This is an optimization exercise on Yosys and OpenROAD, whose aim is small area, a short achievable clock period and few clock cycles per item, not a production implementation. In this exercise RTL edits were held to simulation tests only and were not proved equivalent to the original.

==> inputs of trial 35 <==
// median_filter_range_scaler
module median_filter_range_scaler
(
	input  logic                  clk,
	input  logic                  arst_n,
	input  logic                  sample_valid,
	output logic                  sample_ready,
	input  logic [SAMPLE_BITS-1:0] sample,
	output logic                  result_valid,
	input  logic                  result_ready,
	output logic [SAMPLE_BITS-1:0] result_filtered,
	output logic signed [VAL_W-1:0] result_value,
	output logic                  result_valid_res,
	input  logic                  psel,
	input  logic                  penable,
	input  logic                  pwrite,
	input  logic [APB_ADDR_W-1:0] paddr,
	input  logic [APB_DATA_W-1:0] pwdata,
	output logic [APB_DATA_W-1:0] prdata,
	output logic                  pready
);
clock: 7.5 ns
lec_check: 0
cap_margin: 20
core_margin: 2
core_utilization: 55
place_density: 0.75
setup_slack_margin: 2.8
slew_margin: 20
run.sh (not shown) runs the stock make flow with config.mk's settings and CLKGATE_MAP_FILE= SYNTH_SCRIPT=/design/flow/synth_recipe.tcl, a recipe that flattens the netlist after the stock synthesis.
==> trial 27: changes against trial 35 <==
--- a/flow/design.v
+++ b/flow/design.v
@@ -804,20 +804,18 @@
 	end
 	logic                    scl;
 	logic [SAMPLE_BITS-1:0]  medf;
 	logic                    tc;           
 	logic [REG_W-1:0]        quo;
-	logic [REG_W:0]          quo_c;
 	logic [VAL_W:0]          qx, ys, zs;
 	logic signed [VAL_W-1:0] fval;
 	logic                    fvres;
 	always_comb begin
 		scl  = inrp_q;
 		medf = medp_q;
 		tc   = gp_q[1] || (pp_q && gp_q[0]);
-		quo_c = {tap_q, 1'b1} + {tbp_q, tc};
-		quo   = quo_c[REG_W:1];
+		quo  = tap_q + tbp_q + REG_W'(tc);
 		qx   = {{2{neg_q && (quo != '0)}}, quo};
 		ys   = qx - {2'b00, cfg_q.output_high};
 		zs   = {2'b00, cfg_q.output_high} - qx;
 		if (cfg_q.digital_mode) begin
 			fval  = (medf != '0) ? VAL_W'(1) : VAL_W'(-1);
CORE_UTILIZATION = 62   (was 55)
PLACE_DENSITY = 0.8   (was 0.75)
SETUP_SLACK_MARGIN = 3.0   (was 2.8)
==> results_dict.tcl <==
set metrics [dict create \
    die_y_um 191 \
    wl_met3_um 4420 \
    synthTopCellsByCount "inv_1 (296), ha_1 (201), nand2_1 (144), o21ai_0 (127), xor2_1 (120)" \
    synthesis.area_sq_um 21600 \
    reg2reg_depth 22 \
    status "finished clean" \
    crit_required_ps 7960 \
    path_cells "inv_2 > ha_4 > inv_2 > fa_2 > a21o_1 > a21o_1 > a21oi_2 > o21bai_2 > a211oi_2 > o21ai_2 > mux2_4 > ha_4 > nor2b_4 > o21ai_2 > a21boi_2 > o21ai_2 > a21oi_2 > o211a_1 > o21a_4 > buf_4 > o21ai_0 > a21oi_1" \
]
That was trial 27.
==> results_dict.tcl <==
set metrics [dict create \
    place_ws_ps 1410 \
    synthTopCellsByCount "inv_1 (299), ha_1 (203), nand2_1 (186), o21ai_0 (144), xor2_1 (136)" \
    path_cells "dlymetal6s2s_1 > buf_12 > mux4_2 > nor2b_1 > clkdlybuf4s50_1" \
    status "finished clean" \
    synthesis.area_sq_um 21500 \
    crit_required_ps 6000 \
    seq_share_pct 27.1 \
    wl_met3_um 3390 \
    root_buffer "clkbuf_16" \
]
That was trial 35.
Testbench counts of trial 35, summed over its fixed seeds: cycles 4,224, items 3,840.
Testbench counts of trial 27, summed over its fixed seeds: cycles 4,224, items 3,840.


==> job 8512 <==
median_filter_range_scaler with an RTL version that a note above also has.
==> flow/config.mk <==
export PLATFORM = sky130hd
export DESIGN_NAME = median_filter_range_scaler
export DESIGN_NICKNAME = median_filter_range_scaler
export VERILOG_FILES = /design/flow/design.v
export SDC_FILE = /design/flow/constraint.sdc
export NUM_CORES = 4
export LEC_CHECK = 0
export CAP_MARGIN = 20
export CORE_MARGIN = 2
export CORE_UTILIZATION = 55
export PLACE_DENSITY = 0.75
export SETUP_SLACK_MARGIN = 2.6
export SLEW_MARGIN = 20
==> flow/constraint.sdc <==
create_clock -name core_clock -period 7.5 [get_ports {clk}]
set_input_delay 1.5000 -clock core_clock [delete_from_list [all_inputs] [get_ports {clk}]]
set_output_delay 1.5000 -clock core_clock [all_outputs]
set_load 0.01 [all_outputs]
==> job 5354 (differences from job 8512) <==
- CORE_UTILIZATION: 55 -> 50
- PLACE_DENSITY: 0.75 -> 0.7
- SETUP_SLACK_MARGIN: 2.6 -> 2.8
==> metrics.csv <==
stage,metric,value,unit
outcome,outcome,no timing/DRC/antenna violations,
cells_and_area,buf_share,5.22,%
cells_and_area,sh_seq_area,26.8,%
cells_and_area,multi_input_area_share,55.8,%
detailed_routing,wl_per_cell,18.9,µm
detailed_routing,via_per_inst,5.74,
timing,post-route-worst-setup-slack,2830,ps
worst_setup_path,path_class,reg2reg,
cells_and_area,clkbuf_count,44,
the above is filed under job 5354

==> metrics.csv <==
stage,metric,value,unit
cells_and_area,multi_input_area_share,56.5,%
detailed_routing,via_per_inst,5.88,
cells_and_area,clkbuf_count,46,
detailed_routing,wl_per_cell,19.0,µm
cells_and_area,sh_seq_area,27.4,%
clock_network,cts_buffers,29,
outcome,outcome,no timing/DRC/antenna violations,
yosys,synth_top_family_by_area,adder cells,
cells_and_area,drive_above_1_share,10.9,%
worst_setup_path,path_class,in2reg,
placed_design,dpl.cell_count,2760,
cells_and_area,buf_share,4.64,%
the above is filed under job 8512

Testbench counts of job 8512, summed over its fixed seeds: cycles 4,224, items 3,840.
Testbench counts of job 5354, summed over its fixed seeds: cycles 4,224, items 3,840.


==> branch quartz: inputs <==
Another version of the RTL of median_filter_range_scaler (not shown whole).
Settings: LEC_CHECK=0, CAP_MARGIN=20, CORE_MARGIN=2, CORE_UTILIZATION=55, PLACE_DENSITY=0.75, SETUP_SLACK_MARGIN=3.0, SLEW_MARGIN=20; clock period 7.5 ns.
==> branch xenon: changes against branch quartz <==
--- a/flow/design.v
+++ b/flow/design.v
@@ -46,20 +46,17 @@
 	localparam logic [2:0] B_FIX  = 3'd3;
 	localparam logic [2:0] B_OUT  = 3'd4;
 endpackage
 module mfrs_mul
 (
 	input  logic [9:0] d,
 	input  logic [32:0] k,
 	input  logic        neg,
-	output logic [10:0] ta,
-	output logic [10:0] tb,
-	output logic [1:0]  g,
-	output logic [1:0]  p
+	output logic [10:0] quo
 );
 	logic [4:0]             b_one, b_two, bn;
 	logic [4:0][32:0]   bp;
 	logic [32:0]             lp;
 	logic [10:0] dx;
 	assign dx = {d, 1'b0};
 	for (genvar i = 0; i < 5; i++) begin : g_booth
 		assign b_one[i] = dx[2 * i + 1] ^ dx[2 * i];
@@ -320,20 +317,20 @@
 	logic w249;
 	logic w250;
 	logic w251;
 	logic w252;
 	logic w253;
 	logic w254;
 	logic w255;
 	logic w256;
-	assign w1 = bp[0][8] ^ bp[1][6] ^ bp[2][4];
-	assign w2 = (bp[0][8] & bp[1][6]) | (bp[0][8] & bp[2][4]) | (bp[1][6] & bp[2][4]);
-	assign w3 = bp[0][9] ^ bp[1][7] ^ bp[2][5];
-	assign w4 = (bp[0][9] & bp[1][7]) | (bp[0][9] & bp[2][5]) | (bp[1][7] & bp[2][5]);
+	assign w1 = bp[0][8] ^ bp[1][6];
+	assign w2 = bp[0][8] & bp[1][6];
+	assign w3 = bp[0][9] ^ bp[1][7];
+	assign w4 = bp[0][9] & bp[1][7];
 	assign w5 = bp[0][10] ^ bp[1][8] ^ bp[2][6];
 	assign w6 = (bp[0][10] & bp[1][8]) | (bp[0][10] & bp[2][6]) | (bp[1][8] & bp[2][6]);
 	assign w7 = bp[0][11] ^ bp[1][9] ^ bp[2][7];
 	assign w8 = (bp[0][11] & bp[1][9]) | (bp[0][11] & bp[2][7]) | (bp[1][9] & bp[2][7]);
 	assign w9 = bp[0][12] ^ bp[1][10] ^ bp[2][8];
 	assign w10 = (bp[0][12] & bp[1][10]) | (bp[0][12] & bp[2][8]) | (bp[1][10] & bp[2][8]);
 	assign w11 = bp[0][13] ^ bp[1][11] ^ bp[2][9];
 	assign w12 = (bp[0][13] & bp[1][11]) | (bp[0][13] & bp[2][9]) | (bp[1][11] & bp[2][9]);
@@ -370,26 +367,26 @@
 	assign w43 = bp[0][29] ^ bp[1][27];
 	assign w44 = bp[0][29] & bp[1][27];
 	assign w45 = bp[0][30] ^ bp[1][28];
 	assign w46 = bp[0][30] & bp[1][28];
 	assign w47 = bp[0][31] ^ bp[1][29];
 	assign w48 = bp[0][31] & bp[1][29];
 	assign w49 = bp[0][32] ^ bp[1][30];
 	assign w50 = bp[0][32] & bp[1][30];
-	assign w51 = bp[0][7] ^ bp[1][5] ^ bp[2][3];
-	assign w52 = (bp[0][7] & bp[1][5]) | (bp[0][7] & bp[2][3]) | (bp[1][5] & bp[2][3]);
-	assign w53 = w1 ^ bp[3][2] ^ bp[4][0];
-	assign w54 = (w1 & bp[3][2]) | (w1 & bp[4][0]) | (bp[3][2] & bp[4][0]);
-	assign w55 = bn[4] ^ (!neg && d[8]);
-	assign w56 = bn[4] & (!neg && d[8]);
-	assign w57 = w2 ^ w3 ^ bp[3][3];
-	assign w58 = (w2 & w3) | (w2 & bp[3][3]) | (w3 & bp[3][3]);
-	assign w59 = bp[4][1] ^ (!neg && d[9]) ^ 1'b1;
-	assign w60 = (bp[4][1] & (!neg && d[9])) | (bp[4][1] & 1'b1) | ((!neg && d[9]) & 1'b1);
+	assign w51 = bp[0][7] ^ bp[1][5];
+	assign w52 = bp[0][7] & bp[1][5];
+	assign w53 = w1 ^ bp[2][4] ^ bp[3][2];
+	assign w54 = (w1 & bp[2][4]) | (w1 & bp[3][2]) | (bp[2][4] & bp[3][2]);
+	assign w55 = bp[4][0] ^ bn[4];
+	assign w56 = bp[4][0] & bn[4];
+	assign w57 = w2 ^ w3 ^ bp[2][5];
+	assign w58 = (w2 & w3) | (w2 & bp[2][5]) | (w3 & bp[2][5]);
+	assign w59 = bp[3][3] ^ bp[4][1] ^ 1'b1;
+	assign w60 = (bp[3][3] & bp[4][1]) | (bp[3][3] & 1'b1) | (bp[4][1] & 1'b1);
 	assign w61 = w4 ^ w5 ^ bp[3][4];
 	assign w62 = (w4 & w5) | (w4 & bp[3][4]) | (w5 & bp[3][4]);
 	assign w63 = bp[4][2] ^ lp[0] ^ neg;
 	assign w64 = (bp[4][2] & lp[0]) | (bp[4][2] & neg) | (lp[0] & neg);
 	assign w65 = w6 ^ w7 ^ bp[3][5];
 	assign w66 = (w6 & w7) | (w6 & bp[3][5]) | (w7 & bp[3][5]);
 	assign w67 = bp[4][3] ^ lp[1] ^ neg;
 	assign w68 = (bp[4][3] & lp[1]) | (bp[4][3] & neg) | (lp[1] & neg);
@@ -472,18 +469,18 @@
 	assign w145 = w46 ^ w47 ^ bp[2][27];
 	assign w146 = (w46 & w47) | (w46 & bp[2][27]) | (w47 & bp[2][27]);
 	assign w147 = bp[3][25] ^ bp[4][23] ^ lp[21];
 	assign w148 = (bp[3][25] & bp[4][23]) | (bp[3][25] & lp[21]) | (bp[4][23] & lp[21]);
 	assign w149 = w48 ^ w49 ^ bp[2][28];
 	assign w150 = (w48 & w49) | (w48 & bp[2][28]) | (w49 & bp[2][28]);
 	assign w151 = bp[3][26] ^ bp[4][24] ^ lp[22];
 	assign w152 = (bp[3][26] & bp[4][24]) | (bp[3][26] & lp[22]) | (bp[4][24] & lp[22]);
-	assign w153 = w51 ^ bp[3][1];
-	assign w154 = w51 & bp[3][1];
+	assign w153 = w51 ^ bp[2][3];
+	assign w154 = w51 & bp[2][3];
 	assign w155 = w52 ^ w53 ^ w55;
 	assign w156 = (w52 & w53) | (w52 & w55) | (w53 & w55);
 	assign w157 = w54 ^ w56 ^ w57;
 	assign w158 = (w54 & w56) | (w54 & w57) | (w56 & w57);
 	assign w159 = w58 ^ w60 ^ w61;
 	assign w160 = (w58 & w60) | (w58 & w61) | (w60 & w61);
 	assign w161 = w62 ^ w64 ^ w65;
 	assign w162 = (w62 & w64) | (w62 & w65) | (w64 & w65);
@@ -524,18 +521,18 @@
 	assign w197 = w134 ^ w136 ^ w137;
 	assign w198 = (w134 & w136) | (w134 & w137) | (w136 & w137);
 	assign w199 = w138 ^ w140 ^ w141;
 	assign w200 = (w138 & w140) | (w138 & w141) | (w140 & w141);
 	assign w201 = w142 ^ w144 ^ w145;
 	assign w202 = (w142 & w144) | (w142 & w145) | (w144 & w145);
 	assign w203 = w146 ^ w148 ^ w149;
 	assign w204 = (w146 & w148) | (w146 & w149) | (w148 & w149);
-	assign w205 = w153 ^ (!neg && d[7]);
-	assign w206 = w153 & (!neg && d[7]);
+	assign w205 = w153 ^ bp[3][1];
+	assign w206 = w153 & bp[3][1];
 	assign w207 = w154 ^ w155 ^ neg;
 	assign w208 = (w154 & w155) | (w154 & neg) | (w155 & neg);
 	assign w209 = w156 ^ w157 ^ w59;
 	assign w210 = (w156 & w157) | (w156 & w59) | (w157 & w59);
 	assign w211 = w158 ^ w159 ^ w63;
 	assign w212 = (w158 & w159) | (w158 & w63) | (w159 & w63);
 	assign w213 = w160 ^ w161 ^ w67;
 	assign w214 = (w160 & w161) | (w160 & w67) | (w161 & w67);
@@ -578,27 +575,20 @@
 	assign w251 = w198 ^ w199 ^ w143;
 	assign w252 = (w198 & w199) | (w198 & w143) | (w199 & w143);
 	assign w253 = w200 ^ w201 ^ w147;
 	assign w254 = (w200 & w201) | (w200 & w147) | (w201 & w147);
 	assign w255 = w202 ^ w203 ^ w151;
 	assign w256 = (w202 & w203) | (w202 & w151) | (w203 & w151);
 	logic [32:0] ra, rb;
 	assign ra = {w254, w252, w250, w248, w246, w244, w242, w240, w238, w236, w234, w232, w230, w228, w226, w224, w222, w220, w218, w216, w214, w212, w210, w208, w206, w205, 1'b0, 1'b0, 1'b0, 1'b0, 1'b0, 1'b0, 1'b0};
-	assign rb = {w255, w253, w251, w249, w247, w245, w243, w241, w239, w237, w235, w233, w231, w229, w227, w225, w223, w221, w219, w217, w215, w213, w211, w209, w207, 1'b1, 1'b0, 1'b0, 1'b0, 1'b0, 1'b0, 1'b0, 1'b0};
-	logic [8:0] s0;
-	logic [7:0] s1;
-	assign s0   = {1'b0, ra[14:7]} + {1'b0, rb[14:7]};
-	assign s1   = {1'b0, ra[21:15]} + {1'b0, rb[21:15]};
-	assign g[0] = s0[8];
-	assign g[1] = s1[7];
-	assign p[0] = &(ra[14:7] ^ rb[14:7]);
-	assign p[1] = &(ra[21:15] ^ rb[21:15]);
-	assign ta   = ra[32:22];
-	assign tb   = rb[32:22];
+	assign rb = {w255, w253, w251, w249, w247, w245, w243, w241, w239, w237, w235, w233, w231, w229, w227, w225, w223, w221, w219, w217, w215, w213, w211, w209, w207, neg, 1'b0, 1'b0, 1'b0, 1'b0, 1'b0, 1'b0, 1'b0};
+	logic [15:0] lo;
+	assign lo  = {1'b0, ra[21:7]} + {1'b0, rb[21:7]};
+	assign quo = ra[32:22] + rb[32:22] + 11'(lo[15]);
 endmodule
 import mfrs_pkg::*;
 module median_filter_range_scaler
 (
 	input  logic                  clk,
 	input  logic                  arst_n,
 	input  logic                  sample_valid,
 	output logic                  sample_ready,
@@ -614,125 +604,122 @@
 	input  logic [APB_ADDR_W-1:0] paddr,
 	input  logic [APB_DATA_W-1:0] pwdata,
 	output logic [APB_DATA_W-1:0] prdata,
 	output logic                  pready
 );
 	localparam int KSTEPS = 2;
 	localparam int KXW    = 34;
 	localparam int KCYC   = KXW / KSTEPS;
-	mfrs_pkg::mfrs_cfg_t cfg_q, cfg_d;
+	mfrs_pkg::mfrs_cfg_t cfg_q;
 	logic [REG_IDX_W-1:0] reg_idx;
 	logic                 cfg_wr;
 	assign pready  = 1'b1;
 	assign reg_idx = paddr[APB_ADDR_W-1:2];
 	assign cfg_wr  = psel && penable && pwrite;
 	always_comb begin
 		unique case (reg_idx)
 			REG_INPUT_LOW:     prdata = APB_DATA_W'(cfg_q.input_low);
 			REG_INPUT_HIGH:    prdata = APB_DATA_W'(cfg_q.input_high);
 			REG_OUTPUT_LOW:    prdata = APB_DATA_W'(cfg_q.output_low);
 			REG_OUTPUT_HIGH:   prdata = APB_DATA_W'(cfg_q.output_high);
 			REG_INVERT_ENABLE: prdata = APB_DATA_W'(cfg_q.invert_enable);
 			REG_DIGITAL_MODE:  prdata = APB_DATA_W'(cfg_q.digital_mode);
 			default:           prdata = '0;
 		endcase
 	end
-	always_comb begin
-		cfg_d = cfg_q;
-		if (cfg_wr) begin
-			unique case (reg_idx)
-				REG_INPUT_LOW:     cfg_d.input_low     = pwdata[REG_W-1:0];
-				REG_INPUT_HIGH:    cfg_d.input_high    = pwdata[REG_W-1:0];
-				REG_OUTPUT_LOW:    cfg_d.output_low    = pwdata[REG_W-1:0];
-				REG_OUTPUT_HIGH:   cfg_d.output_high   = pwdata[REG_W-1:0];
-				REG_INVERT_ENABLE: cfg_d.invert_enable = pwdata[0];
-				REG_DIGITAL_MODE:  cfg_d.digital_mode  = pwdata[0];
-				default: ;
-			endcase
-		end
-	end
 	always_ff @(posedge clk or negedge arst_n) begin
 		if (!arst_n) begin
 			cfg_q.input_low     <= RST_INPUT_LOW;
 			cfg_q.input_high    <= RST_INPUT_HIGH;
 			cfg_q.output_low    <= RST_OUTPUT_LOW;
 			cfg_q.output_high   <= RST_OUTPUT_HIGH;
 			cfg_q.invert_enable <= 1'b0;
 			cfg_q.digital_mode  <= 1'b0;
-		end else begin
-			cfg_q <= cfg_d;
+		end else if (cfg_wr) begin
+			unique case (reg_idx)
+				REG_INPUT_LOW:     cfg_q.input_low     <= pwdata[REG_W-1:0];
+				REG_INPUT_HIGH:    cfg_q.input_high    <= pwdata[REG_W-1:0];
+				REG_OUTPUT_LOW:    cfg_q.output_low    <= pwdata[REG_W-1:0];
+				REG_OUTPUT_HIGH:   cfg_q.output_high   <= pwdata[REG_W-1:0];
+				REG_INVERT_ENABLE: cfg_q.invert_enable <= pwdata[0];
+				REG_DIGITAL_MODE:  cfg_q.digital_mode  <= pwdata[0];
+				default: ;
+			endcase
 		end
 	end
 	logic [REG_W-1:0] den_q;     
 	logic             neg_q;     
 	logic             szero_q;   
 	logic [REG_W:0]   out_span;
-	assign out_span = {1'b0, cfg_d.output_high} - {1'b0, cfg_d.output_low};
+	assign out_span = {1'b0, cfg_q.output_high} - {1'b0, cfg_q.output_low};
 	always_ff @(posedge clk) begin
-		den_q   <= cfg_d.input_high - cfg_d.input_low;
+		den_q   <= cfg_q.input_high - cfg_q.input_low;
 		neg_q   <= out_span[REG_W];
-		szero_q <= (cfg_d.input_high == cfg_d.input_low);
+		szero_q <= (cfg_q.input_high == cfg_q.input_low);
 	end
 	logic en;
 	logic out_valid_q;
 	logic kbusy_q;
 	logic kready;
 	assign en           = !out_valid_q || result_ready;
 	assign sample_ready = en && kready;
 	logic take;
 	assign take = sample_valid && sample_ready;
 	logic [REG_W-1:0] kr_q;
 	logic [KXW-1:0]   kx_q;
 	logic [4:0]       kcnt_q;
-	logic             kinit_q;
+	logic             kpend_q;
 	logic             kwr;
 	logic [REG_W-1:0] kr_n;
 	logic [KXW-1:0]   kx_n;
-	logic [REG_W-1:0] kmag;
+	logic [REG_W-1:0] kmag, kdm1;
 	assign kwr = cfg_wr && !reg_idx[2];
-	assign kready = !kbusy_q || (!kinit_q && (kcnt_q >= 5'(KCYC - 2)));
-	assign kmag = out_span[REG_W] ? REG_W'(-out_span) : out_span[REG_W-1:0];
+	assign kready = !kbusy_q || (!kpend_q && (kcnt_q >= 5'(KCYC - 2)));
+	always_comb begin
+		kmag = out_span[REG_W] ? REG_W'(-out_span) : out_span[REG_W-1:0];
+		kdm1 = cfg_q.input_high - cfg_q.input_low - 1'b1;
+	end
 	always_comb begin
 		logic [REG_W:0]   t;
 		logic [REG_W+1:0] dif;
 		kr_n = kr_q;
 		kx_n = kx_q;
 		for (int k = 0; k < KSTEPS; k++) begin
 			t    = {kr_n, kx_n[KXW-1]};
 			dif  = {1'b0, t} - {2'b00, den_q};
 			kx_n = {kx_n[KXW-2:0], !dif[REG_W+1]};
 			kr_n = dif[REG_W+1] ? t[REG_W-1:0] : dif[REG_W-1:0];
 		end
 	end
 	always_ff @(posedge clk or negedge arst_n) begin
 		if (!arst_n) begin
-			kinit_q <= 1'b1;
+			kpend_q <= 1'b1;
 			kbusy_q <= 1'b1;
 			kcnt_q  <= '0;
 		end else begin
-			kinit_q <= 1'b0;
-			if (kwr || kinit_q) begin
+			kpend_q <= kwr;
+			if (kwr) begin
 				kbusy_q <= 1'b1;
 				kcnt_q  <= '0;
-			end else if (kbusy_q) begin
+			end else if (kbusy_q && !kpend_q) begin
 				kcnt_q <= kcnt_q + 1'b1;
 				if (kcnt_q == 5'(KCYC - 1)) kbusy_q <= 1'b0;
 			end
 		end
 	end
 	always_ff @(posedge clk) begin
-		if (kwr || kinit_q) begin
-			kx_q <= {1'b0, kmag, 22'b0};
+		if (kpend_q) begin
+			kx_q <= {1'b0, kmag, 11'b0, out_span[REG_W] ? REG_W'(0) : kdm1};
 		end else if (kbusy_q) begin
 			kx_q <= kx_n;
 		end
 	end
 	always_ff @(posedge clk) begin
-		kr_q <= (kwr || kinit_q) ? '0 : kr_n;
+		kr_q <= kpend_q ? '0 : kr_n;
 	end
 	logic [4:0][SAMPLE_BITS-1:0] win_q;
 	logic [4:0][4:0]             ord_q;
 	logic [3:0]                  le;      
 	always_comb begin
 		for (int j = 0; j < 4; j++)
 			le[j] = (sample <= win_q[j]);
 	end
@@ -782,60 +769,49 @@
 	end
 	always_ff @(posedge clk) begin
 		if (en) begin
 			inra_q <= ({1'b0, med1} >= cfg_q.input_low) && ({1'b0, med1} <= cfg_q.input_high) && !szero_q;
 			meda_q <= med1;
 			offa_q <= med1 - SAMPLE_BITS'(cfg_q.input_low);
 		end
 	end
-	logic [REG_W-1:0] ta2, tb2;
-	logic [1:0]       g2, p2;
+	logic [REG_W-1:0] quo2;
 	mfrs_mul u_mul (
 		.d   (offa_q),
 		.k   (kx_q[32:0]),
 		.neg (neg_q),
-		.ta  (ta2),
-		.tb  (tb2),
-		.g   (g2),
-		.p   (p2)
+		.quo (quo2)
 	);
 	logic                   pv;
 	logic                   inrp_q;
 	logic [SAMPLE_BITS-1:0] medp_q;
-	logic [REG_W-1:0]       tap_q, tbp_q;
-	logic [1:0]             gp_q;
-	logic                   pp_q;
+	logic [REG_W-1:0]       quop_q;
 	always_ff @(posedge clk or negedge arst_n) begin
 		if (!arst_n) pv <= 1'b0;
 		else if (en) pv <= va_q;
 	end
 	always_ff @(posedge clk) begin
 		if (en) begin
 			inrp_q  <= inra_q;
 			medp_q  <= meda_q;
-			tap_q   <= ta2;
-			tbp_q   <= tb2;
-			gp_q    <= g2;
-			pp_q    <= p2[1];
+			quop_q  <= quo2;
 		end
 	end
 	logic                    scl;
 	logic [SAMPLE_BITS-1:0]  medf;
-	logic                    tc;           
 	logic [REG_W-1:0]        quo;
 	logic [VAL_W:0]          xa, xb, xs, zs;
 	logic                    xc;
 	logic signed [VAL_W-1:0] fval;
 	logic                    fvres;
 	always_comb begin
 		scl  = inrp_q;
 		medf = medp_q;
-		tc   = gp_q[1] || (pp_q && gp_q[0]);
-		quo  = tap_q + tbp_q + REG_W'(tc);
+		quo  = quop_q;
 		xa   = (neg_q && !cfg_q.invert_enable) ? ~{2'b00, quo} : {2'b00, quo};
 		xb   = !cfg_q.invert_enable ? '0 :
 		       neg_q ? {2'b00, cfg_q.output_high} : ~{2'b00, cfg_q.output_high};
 		xc   = neg_q ^ cfg_q.invert_enable;
 		xs   = xa + xb + (VAL_W + 1)'(xc);
 		zs   = {2'b00, cfg_q.output_high} - {2'b00, quo};
 		if (cfg_q.digital_mode) begin
 			fval  = (medf != '0) ? VAL_W'(1) : VAL_W'(-1);
==> qor summary <==
item                                                         branch xenon            branch quartz
Crit path from                                        offa_q[1]$_DFFE_PP_      offa_q[4]$_DFFE_PP_
First-pass GRT wire length                                      86,900 um                91,800 um
Non-clock buffer share of cell area                                0.0563                   0.0732
Final RePlAce weighted congestion                                   0.886                    0.937
Non-filler cells in the finished layout                             2,860                    2,905
EDFF count, synth                                                      88                       91
FP Rows                                                                72                       73
Total length of routed met3 wires                                 3500 um                  4080 um
Syn Inst Count                                                      2,258                    2,259
Status                                            complete, no violations  complete, no violations
Testbench counts of branch quartz, summed over its fixed seeds: cycles 4,224, items 3,840.
Testbench counts of branch xenon, summed over its fixed seeds: cycles 4,256, items 3,840.

[port drivers added, routing unchanged]
No port has a modelled driver above. Below, the same layouts with a new extraction and two added sets of constraints.
Step 1, drivers: a clkbuf_16 drives clk and a buf_2 each remaining input, both assumed.
Step 2 moves the port delays by t, midway between the first and last clock arrival at a register: inputs arrive t later, outputs are due t later. That takes back most of the time a late clock gives input paths.
Slacks: ideal / step 1 / step 2; pairs: ideal / step 1.
| run | t, ns | setup WS [ns] | worst register clock-pin slew, ns |
|---|---|---|---|
| trial 35 | 0.631 | 2.911 / 2.887 / 2.472 | 0.06 / 0.06 |
| trial 27 | 0.654 | 2.975 / 2.975 / 2.502 | 0.06 / 0.06 |
| job 8512 | 0.635 | 2.621 / 2.614 / 2.005 | 0.06 / 0.06 |
| job 5354 | 0.596 | 2.830 / 2.828 / 2.386 | 0.06 / 0.06 |
| branch quartz | 0.629 | 2.771 / 2.771 / 2.521 | 0.07 / 0.07 |
| branch xenon | 0.624 | 0.892 / 0.892 / 0.892 | 0.07 / 0.07 |
After both steps setup and hold are still met in every run listed. The setup slack of job 8512, which loses most, moves by -0.007 ns with the drivers and by -0.616 ns with both steps.
